Source: an optimization exercise on an open RTL-to-GDS flow (aim: small area and few clock cycles per item). Production flows keep margins and buffers that such runs may drop.
RTL that was checked went through simulation tests only; none was proved equivalent to the original.

==> inputs of umber <==
==> flow/design.v <==
`default_nettype none
package pfcm_pkg;
	localparam int PIX_W      = 16;
	localparam int CH_W       = 8;
	localparam int DEPTH_W    = 5;
	localparam int MODE_W     = 2;
	localparam int CFG_IDX_W  = 1;
	localparam int CFG_DATA_W = 5;
	localparam logic [CFG_IDX_W-1:0] REG_BIT_DEPTH  = 1'b0;
	localparam logic [CFG_IDX_W-1:0] REG_COLOR_MODE = 1'b1;
	localparam logic [MODE_W-1:0] MODE_GREY = 2'd0;
	localparam logic [MODE_W-1:0] MODE_SAT  = 2'd1;
	localparam logic [MODE_W-1:0] MODE_HEAT = 2'd2;
	localparam logic [3:0] DM1_RESET = 4'd7;
endpackage
`default_nettype wire
`default_nettype none
module pfcm_chan_red (
	input  wire [2:0]  s,
	input  wire [7:0]  f,
	input  wire        x12,
	output logic [7:0] value
);
	function automatic logic [7:0] mag(input logic [2:0] i);
		case (i)
			3'd0: mag = 8'd47;
			3'd1: mag = 8'd47;
			3'd2: mag = 8'd90;
			3'd3: mag = 8'd165;
			3'd4: mag = 8'd15;
			3'd5: mag = 8'd15;
			3'd6: mag = 8'd19;
			3'd7: mag = 8'd19;
			default: mag = '0;
		endcase
	endfunction
	function automatic logic [0:0] neg(input logic [2:0] i);
		case (i)
			3'd0: neg = 1'd0;
			3'd1: neg = 1'd1;
			3'd2: neg = 1'd0;
			3'd3: neg = 1'd0;
			3'd4: neg = 1'd1;
			3'd5: neg = 1'd0;
			3'd6: neg = 1'd1;
			3'd7: neg = 1'd0;
			default: neg = '0;
		endcase
	endfunction
	function automatic logic [15:0] cc(input logic [3:0] i);
		case (i)
			4'd0: cc = 16'd128;
			4'd1: cc = 16'd175;
			4'd2: cc = 16'd175;
			4'd3: cc = 16'd128;
			4'd4: cc = 16'd128;
			4'd5: cc = 16'd218;
			4'd6: cc = 16'd23168;
			4'd7: cc = 16'd23333;
			4'd8: cc = 16'd61583;
			4'd9: cc = 16'd61568;
			4'd10: cc = 16'd61568;
			4'd11: cc = 16'd61583;
			4'd12: cc = 16'd60563;
			4'd13: cc = 16'd60544;
			4'd14: cc = 16'd60544;
			4'd15: cc = 16'd60563;
			default: cc = '0;
		endcase
	endfunction
	logic [15:0] z;
	logic [7:0]  m;
	logic [7:0]  fp;
	always_comb begin
		m  = mag(s);
		fp = f ^ {8{neg(s)}};
		z  = cc({s, x12});
		for (int j = 0; j < 8; j++)
			z = z + (fp[j] ? (16'(m) << j) : 16'd0);
		value = z[15:8];
	end
endmodule
module pfcm_chan_green (
	input  wire [2:0]  s,
	input  wire [7:0]  f,
	input  wire        x12,
	output logic [7:0] value
);
	function automatic logic [7:0] mag(input logic [2:0] i);
		case (i)
			3'd0: mag = 8'd50;
			3'd1: mag = 8'd146;
			3'd2: mag = 8'd6;
			3'd3: mag = 8'd35;
			3'd4: mag = 8'd85;
			3'd5: mag = 8'd140;
			3'd6: mag = 8'd19;
			3'd7: mag = 8'd236;
			default: mag = '0;
		endcase
	endfunction
	function automatic logic [0:0] neg(input logic [2:0] i);
		case (i)
			3'd0: neg = 1'd0;
			3'd1: neg = 1'd0;
			3'd2: neg = 1'd1;
			3'd3: neg = 1'd0;
			3'd4: neg = 1'd1;
			3'd5: neg = 1'd1;
			3'd6: neg = 1'd0;
			3'd7: neg = 1'd0;
			default: neg = '0;
		endcase
	endfunction
	function automatic logic [15:0] cc(input logic [3:0] i);
		case (i)
			4'd0: cc = 16'd128;
			4'd1: cc = 16'd178;
			4'd2: cc = 16'd12928;
			4'd3: cc = 16'd13074;
			4'd4: cc = 16'd48774;
			4'd5: cc = 16'd48768;
			4'd6: cc = 16'd48768;
			4'd7: cc = 16'd48803;
			4'd8: cc = 16'd36053;
			4'd9: cc = 16'd35968;
			4'd10: cc = 16'd268;
			4'd11: cc = 16'd128;
			4'd12: cc = 16'd128;
			4'd13: cc = 16'd147;
			4'd14: cc = 16'd4992;
			4'd15: cc = 16'd5228;
			default: cc = '0;
		endcase
	endfunction
	logic [15:0] z;
	logic [7:0]  m;
	logic [7:0]  fp;
	always_comb begin
		m  = mag(s);
		fp = f ^ {8{neg(s)}};
		z  = cc({s, x12});
		for (int j = 0; j < 8; j++)
			z = z + (fp[j] ? (16'(m) << j) : 16'd0);
		value = z[15:8];
	end
endmodule
module pfcm_chan_blue (
	input  wire [2:0]  s,
	input  wire [7:0]  f,
	input  wire        x12,
	output logic [7:0] value
);
	function automatic logic [7:0] mag(input logic [2:0] i);
		case (i)
			3'd0: mag = 8'd140;
			3'd1: mag = 8'd115;
			3'd2: mag = 8'd221;
			3'd3: mag = 8'd34;
			3'd4: mag = 8'd11;
			3'd5: mag = 8'd11;
			3'd6: mag = 8'd142;
			3'd7: mag = 8'd113;
			default: mag = '0;
		endcase
	endfunction
	function automatic logic [0:0] neg(input logic [2:0] i);
		case (i)
			3'd0: neg = 1'd0;
			3'd1: neg = 1'd0;
			3'd2: neg = 1'd1;
			3'd3: neg = 1'd1;
			3'd4: neg = 1'd0;
			3'd5: neg = 1'd1;
			3'd6: neg = 1'd0;
			3'd7: neg = 1'd0;
			default: neg = '0;
		endcase
	endfunction
	function automatic logic [15:0] cc(input logic [3:0] i);
		case (i)
			4'd0: cc = 16'd128;
			4'd1: cc = 16'd268;
			4'd2: cc = 16'd35968;
			4'd3: cc = 16'd36083;
			4'd4: cc = 16'd9053;
			4'd5: cc = 16'd8832;
			4'd6: cc = 16'd162;
			4'd7: cc = 16'd128;
			4'd8: cc = 16'd128;
			4'd9: cc = 16'd139;
			4'd10: cc = 16'd139;
			4'd11: cc = 16'd128;
			4'd12: cc = 16'd128;
			4'd13: cc = 16'd270;
			4'd14: cc = 16'd36480;
			4'd15: cc = 16'd36593;
			default: cc = '0;
		endcase
	endfunction
	logic [15:0] z;
	logic [7:0]  m;
	logic [7:0]  fp;
	always_comb begin
		m  = mag(s);
		fp = f ^ {8{neg(s)}};
		z  = cc({s, x12});
		for (int j = 0; j < 8; j++)
			z = z + (fp[j] ? (16'(m) << j) : 16'd0);
		value = z[15:8];
	end
endmodule
`default_nettype wire
`default_nettype none
import pfcm_pkg::*;
module pixel_false_color_mapper (
	input  wire                              clk,
	input  wire                              arst_n,
	input  wire                              cfg_valid,
	output logic                             cfg_ready,
	input  wire [pfcm_pkg::CFG_IDX_W-1:0]    cfg_index,
	input  wire [pfcm_pkg::CFG_DATA_W-1:0]   cfg_data,
	input  wire                              s_axis_tvalid,
	output logic                             s_axis_tready,
	input  wire [pfcm_pkg::PIX_W-1:0]        s_axis_tdata,    
	output logic                             m_axis_tvalid,
	input  wire                              m_axis_tready,
	output logic [3*pfcm_pkg::CH_W-1:0]      m_axis_tdata     
);
	logic [3:0] dm1_q;
	logic       heat_q, satm_q;
	assign cfg_ready = 1'b1;
	always_ff @(posedge clk or negedge arst_n) begin
		if (!arst_n) begin
			dm1_q  <= DM1_RESET;
			heat_q <= 1'b0;
			satm_q <= 1'b0;
		end else if (cfg_valid) begin
			if (cfg_index == REG_BIT_DEPTH) begin
				if (cfg_data == 5'd0)
					dm1_q <= 4'd0;
				else if (cfg_data[4])
					dm1_q <= 4'd15;
				else
					dm1_q <= cfg_data[3:0] - 4'd1;
			end else begin
				heat_q <= (cfg_data[1:0] == MODE_HEAT);
				satm_q <= (cfg_data[1:0] == MODE_SAT);
			end
		end
	end
	logic v_q;
	assign s_axis_tready = !v_q || m_axis_tready;
	assign m_axis_tvalid = v_q;
	always_ff @(posedge clk or negedge arst_n) begin
		if (!arst_n)
			v_q <= 1'b0;
		else if (s_axis_tready)
			v_q <= s_axis_tvalid;
	end
	logic [15:0] pix;
	logic [15:0] msk;
	logic        over;
	logic [25:1] xp;
	logic [25:1] x;
	logic        sat;
	logic [15:0] w1, w2;
	logic        inc, dec;
	logic [7:0]  g;
	logic [11:0] val_n;
	always_comb begin
		pix = s_axis_tdata;
		for (int i = 0; i < 16; i++)
			msk[i] = (4'(i) <= dm1_q);
		over = |(pix & ~msk);
		for (int k = 1; k <= 25; k++) begin
			xp[k] = 1'b0;
			for (int dd = 1; dd <= 16; dd++)
				if (dm1_q == 4'(dd - 1))
					xp[k] = pix[dd - 1 - ((k - 1) % dd)];
		end
		x = over ? '1 : xp;
		sat = over;
		if (!over) begin
			sat = 1'b1;
			for (int i = 1; i < 16; i++)
				if (msk[i] && !pix[i]) sat = 1'b0;
		end
		for (int j = 0; j < 16; j++) begin
			w1[15 - j] = x[10 + j];
			w2[15 - j] = x[2 + j];
		end
		inc = !x[1] && x[9] && (w1 >= w2);
		dec = x[1] && !x[9] && (w2 > w1);
		g = {x[1], x[2], x[3], x[4], x[5], x[6], x[7], x[8]} + 8'(inc) - 8'(dec);
		if (heat_q)
			val_n = {x[12], x[1], x[2], x[3], x[4], x[5], x[6], x[7], x[8], x[9], x[10], x[11]};
		else
			val_n = {3'b000, satm_q && sat, g};
	end
	logic [11:0] val_q;
	logic        hm_q;
	always_ff @(posedge clk) begin
		if (s_axis_tready) begin
			val_q <= val_n;
			hm_q  <= heat_q;
		end
	end
	logic [7:0] hv [0:2];
	pfcm_chan_red   u_red   (.s(val_q[10:8]), .f(val_q[7:0]), .x12(val_q[11]), .value(hv[0]));
	pfcm_chan_green u_green (.s(val_q[10:8]), .f(val_q[7:0]), .x12(val_q[11]), .value(hv[1]));
	pfcm_chan_blue  u_blue  (.s(val_q[10:8]), .f(val_q[7:0]), .x12(val_q[11]), .value(hv[2]));
	always_comb begin
		if (hm_q)
			m_axis_tdata = {hv[2], hv[1], hv[0]};
		else if (val_q[8])
			m_axis_tdata = 24'h0000ff;
		else
			m_axis_tdata = {3{val_q[7:0]}};
	end
endmodule
`default_nettype wire
==> flow/run.sh <==
#!/bin/bash
# synth_recipe.tcl (not shown) runs the flow's synth.tcl, then flattens the netlist and writes it again
# the make line also repeats each setting of config.mk as NAME=value (left out here)
make -C /OpenROAD-flow-scripts/flow DESIGN_CONFIG=/design/flow/config.mk WORK_HOME=/design/flow/orfs CLKGATE_MAP_FILE= SYNTH_SCRIPT=/design/flow/synth_recipe.tcl finish
==> flow/config.mk <==
export PLATFORM = sky130hd
export DESIGN_NAME = pixel_false_color_mapper
export DESIGN_NICKNAME = pixel_false_color_mapper
export VERILOG_FILES = /design/flow/design.v
export SDC_FILE = /design/flow/constraint.sdc
export NUM_CORES = 4
export LEC_CHECK = 0
export CAP_MARGIN = 20
export CORE_MARGIN = 2
export CORE_UTILIZATION = 40
export SETUP_SLACK_MARGIN = 0.15
export SLEW_MARGIN = 20
==> flow/constraint.sdc <==
create_clock -name core_clock -period 8.0 [get_ports {clk}]
set_input_delay 1.6000 -clock core_clock [delete_from_list [all_inputs] [get_ports {clk}]]
set_output_delay 1.6000 -clock core_clock [all_outputs]
set_load 0.01 [all_outputs]
==> sierra (differences from umber) <==
--- a/flow/design.v
+++ b/flow/design.v
@@ -34,6 +34,19 @@
 			default: mag = '0;
 		endcase
 	endfunction
+	function automatic logic [9:0] mag3(input logic [2:0] i);
+		case (i)
+			3'd0: mag3 = 10'd141;
+			3'd1: mag3 = 10'd141;
+			3'd2: mag3 = 10'd270;
+			3'd3: mag3 = 10'd495;
+			3'd4: mag3 = 10'd45;
+			3'd5: mag3 = 10'd45;
+			3'd6: mag3 = 10'd57;
+			3'd7: mag3 = 10'd57;
+			default: mag3 = '0;
+		endcase
+	endfunction
 	function automatic logic [0:0] neg(input logic [2:0] i);
 		case (i)
 			3'd0: neg = 1'd0;
@@ -68,17 +81,27 @@
 			default: cc = '0;
 		endcase
 	endfunction
-	logic [15:0] z;
-	logic [7:0]  m;
-	logic [7:0]  fp;
+	logic [9:0] m1, m2, m3;
+	logic [7:0] fp;
+	logic [15:0] cc_v;
+	logic [9:0] rw [0:3];
 	always_comb begin
-		m  = mag(s);
+		m1 = 10'(mag(s));
+		m2 = m1 << 1;
+		m3 = mag3(s);
 		fp = f ^ {8{neg(s)}};
-		z  = cc({s, x12});
-		for (int j = 0; j < 8; j++)
-			z = z + (fp[j] ? (16'(m) << j) : 16'd0);
-		value = z[15:8];
+		cc_v = cc({s, x12});
+		for (int k = 0; k < 4; k++)
+			case (fp[2*k +: 2])
+				2'd0: rw[k] = 10'd0;
+				2'd1: rw[k] = m1;
+				2'd2: rw[k] = m2;
+				default: rw[k] = m3;
+			endcase
 	end
+	logic [15:0] z;
+	assign z = cc_v + 16'(rw[0]) + (16'(rw[1]) << 2) + (16'(rw[2]) << 4) + (16'(rw[3]) << 6);
+	assign value = z[15:8];
 endmodule
 module pfcm_chan_green (
 	input  wire [2:0]  s,
@@ -99,6 +122,19 @@
 			default: mag = '0;
 		endcase
 	endfunction
+	function automatic logic [9:0] mag3(input logic [2:0] i);
+		case (i)
+			3'd0: mag3 = 10'd150;
+			3'd1: mag3 = 10'd438;
+			3'd2: mag3 = 10'd18;
+			3'd3: mag3 = 10'd105;
+			3'd4: mag3 = 10'd255;
+			3'd5: mag3 = 10'd420;
+			3'd6: mag3 = 10'd57;
+			3'd7: mag3 = 10'd708;
+			default: mag3 = '0;
+		endcase
+	endfunction
 	function automatic logic [0:0] neg(input logic [2:0] i);
 		case (i)
 			3'd0: neg = 1'd0;
@@ -133,17 +169,27 @@
 			default: cc = '0;
 		endcase
 	endfunction
-	logic [15:0] z;
-	logic [7:0]  m;
-	logic [7:0]  fp;
+	logic [9:0] m1, m2, m3;
+	logic [7:0] fp;
+	logic [15:0] cc_v;
+	logic [9:0] rw [0:3];
 	always_comb begin
-		m  = mag(s);
+		m1 = 10'(mag(s));
+		m2 = m1 << 1;
+		m3 = mag3(s);
 		fp = f ^ {8{neg(s)}};
-		z  = cc({s, x12});
-		for (int j = 0; j < 8; j++)
-			z = z + (fp[j] ? (16'(m) << j) : 16'd0);
-		value = z[15:8];
+		cc_v = cc({s, x12});
+		for (int k = 0; k < 4; k++)
+			case (fp[2*k +: 2])
+				2'd0: rw[k] = 10'd0;
+				2'd1: rw[k] = m1;
+				2'd2: rw[k] = m2;
+				default: rw[k] = m3;
+			endcase
 	end
+	logic [15:0] z;
+	assign z = cc_v + 16'(rw[0]) + (16'(rw[1]) << 2) + (16'(rw[2]) << 4) + (16'(rw[3]) << 6);
+	assign value = z[15:8];
 endmodule
 module pfcm_chan_blue (
 	input  wire [2:0]  s,
@@ -164,6 +210,19 @@
 			default: mag = '0;
 		endcase
 	endfunction
+	function automatic logic [9:0] mag3(input logic [2:0] i);
+		case (i)
+			3'd0: mag3 = 10'd420;
+			3'd1: mag3 = 10'd345;
+			3'd2: mag3 = 10'd663;
+			3'd3: mag3 = 10'd102;
+			3'd4: mag3 = 10'd33;
+			3'd5: mag3 = 10'd33;
+			3'd6: mag3 = 10'd426;
+			3'd7: mag3 = 10'd339;
+			default: mag3 = '0;
+		endcase
+	endfunction
 	function automatic logic [0:0] neg(input logic [2:0] i);
 		case (i)
 			3'd0: neg = 1'd0;
@@ -198,17 +257,27 @@
 			default: cc = '0;
 		endcase
 	endfunction
-	logic [15:0] z;
-	logic [7:0]  m;
-	logic [7:0]  fp;
+	logic [9:0] m1, m2, m3;
+	logic [7:0] fp;
+	logic [15:0] cc_v;
+	logic [9:0] rw [0:3];
 	always_comb begin
-		m  = mag(s);
+		m1 = 10'(mag(s));
+		m2 = m1 << 1;
+		m3 = mag3(s);
 		fp = f ^ {8{neg(s)}};
-		z  = cc({s, x12});
-		for (int j = 0; j < 8; j++)
-			z = z + (fp[j] ? (16'(m) << j) : 16'd0);
-		value = z[15:8];
+		cc_v = cc({s, x12});
+		for (int k = 0; k < 4; k++)
+			case (fp[2*k +: 2])
+				2'd0: rw[k] = 10'd0;
+				2'd1: rw[k] = m1;
+				2'd2: rw[k] = m2;
+				default: rw[k] = m3;
+			endcase
 	end
+	logic [15:0] z;
+	assign z = cc_v + 16'(rw[0]) + (16'(rw[1]) << 2) + (16'(rw[2]) << 4) + (16'(rw[3]) << 6);
+	assign value = z[15:8];
 endmodule
 `default_nettype wire
 `default_nettype none
@@ -260,11 +329,14 @@
 	end
 	logic [15:0] pix;
 	logic [15:0] msk;
+	logic [15:0] pm;
 	logic        over;
-	logic [25:1] xp;
-	logic [25:1] x;
+	logic [12:1] xp;
+	logic [12:1] x;
 	logic        sat;
-	logic [15:0] w1, w2;
+	logic [15:0] r8;
+	logic [16:0] y;
+	logic        yb;
 	logic        inc, dec;
 	logic [7:0]  g;
 	logic [11:0] val_n;
@@ -272,8 +344,9 @@
 		pix = s_axis_tdata;
 		for (int i = 0; i < 16; i++)
 			msk[i] = (4'(i) <= dm1_q);
+		pm   = pix & msk;
 		over = |(pix & ~msk);
-		for (int k = 1; k <= 25; k++) begin
+		for (int k = 1; k <= 12; k++) begin
 			xp[k] = 1'b0;
 			for (int dd = 1; dd <= 16; dd++)
 				if (dm1_q == 4'(dd - 1))
@@ -286,12 +359,21 @@
 			for (int i = 1; i < 16; i++)
 				if (msk[i] && !pix[i]) sat = 1'b0;
 		end
-		for (int j = 0; j < 16; j++) begin
-			w1[15 - j] = x[10 + j];
-			w2[15 - j] = x[2 + j];
+		r8[15:8] = pix[7:0] & msk[15:8];
+		r8[7:0]  = 8'd0;
+		if (dm1_q >= 4'd7) begin
+			for (int j = 0; j < 8; j++)
+				r8[7 - j] = xp[1 + j];
+		end else begin
+			for (int dd = 1; dd <= 7; dd++)
+				if (dm1_q == 4'(dd - 1))
+					for (int i = 0; i < dd; i++)
+						r8[i] = pix[(i + 8 * dd - 8) % dd];
 		end
-		inc = !x[1] && x[9] && (w1 >= w2);
-		dec = x[1] && !x[9] && (w2 > w1);
+		y   = {1'b0, r8} - {1'b0, pm};
+		yb  = y[dm1_q];
+		inc = !over && !y[16] && yb;
+		dec = !over && y[16] && !yb;
 		g = {x[1], x[2], x[3], x[4], x[5], x[6], x[7], x[8]} + 8'(inc) - 8'(dec);
 		if (heat_q)
 			val_n = {x[12], x[1], x[2], x[3], x[4], x[5], x[6], x[7], x[8], x[9], x[10], x[11]};
==> flow/flow/run.sh (new file) <==
#!/bin/bash
# Standard layout flow, logged.
bash standard.sh > standard.log 2>&1
==> flow/standard.sh (new file) <==
#!/bin/bash
# synth_recipe.tcl (not shown) runs the flow's synth.tcl, then flattens the netlist and writes it again
# the make line also repeats each setting of config.mk as NAME=value (left out here)
make -C /OpenROAD-flow-scripts/flow DESIGN_CONFIG=/design/flow/config.mk WORK_HOME=/design/flow/orfs CLKGATE_MAP_FILE= SYNTH_SCRIPT=/design/flow/synth_recipe.tcl "${@:-finish}"
ABC_AREA = 1   (was unset)
removed: flow/run.sh
==> results.txt <==
Against sierra, the non-clock buffer count of umber is higher by 70. In umber the critical path depth is lower than in sierra, by 5. First-iteration DRC count: umber is lower than sierra (5.2%). Wire length: umber is higher than sierra (about 3%). Against umber, the maximum frequency of sierra is larger by 1.3%. Between sierra and umber, the lower sequential share of layout area is in umber (gap 0.56 points). Of umber and sierra, umber has the higher die area (gap 8.2%, measured against sierra).
==> figures <==
quantity	umber	sierra
First-pass GRT wire length	58,980 µm	57,500 µm
Total length of routed met3 wires	2221 µm	3203 µm
HPWL after detailed placement	30,390 µm	30,650 µm
Global Route Usage Sum	25.76%	26.99%
Utilization of the core after routing	47.70%	46.31%
Latest clock arrival within the worst-skew pair	0.26 ns	0.25 ns
Instance area after placement	12,460 µm²	11,280 µm²
Post-synthesis average cell area	7.817 µm²	6.353 µm²
Worst hold-check slack	0.5107 ns	0.5626 ns
Synthesis Warnings	5	8
Post-Synth Adder-Cell Area	40.09%	28.00%
Measured slew at the worst slew-check pin	1.119 ns	1.111 ns
Number of instances in the placed design	1,867	1,998
Share of cells above drive strength 1	14.36%	8.999%
Count of placed standard cells in the final layout, fillers left out	1,882	2,008
Outcome	no timing/DRC/antenna violations	no timing/DRC/antenna violations
Testbench counts of umber, summed over its fixed seeds: cycles 16,078, items 16,000.
For sierra, only the layout was checked, not whether the RTL still works.

-- re-timing with driven ports --
The results above use ideal ports. As a check the final layouts listed here were re-extracted and re-timed, cells and wires unchanged.
Step 1, drivers: a clkbuf_16 drives clk and a buf_2 each remaining input, both assumed.
Step 2 times the ports against the registers' clock, not the clock port: input delays grow and output delays shrink by t, the midpoint of the rising clock arrivals with the driver on.
a / b / c = ideal / step 1 / step 2; a / b = the first two.
run	t (ns)	slack for setup (ns)	worst hold slack (ns)	latest minus earliest clock arrival (ns)	worst slew at a driven data input, ns
umber	0.288	0.304 / 0.273 / 0.391	0.511 / 0.511 / 0.511	0.007 / 0.007	0.04
sierra	0.284	0.405 / 0.372 / 0.413	0.563 / 0.563 / 0.563	0.003 / 0.003	0.04
After both steps setup and hold are still met in every run listed.
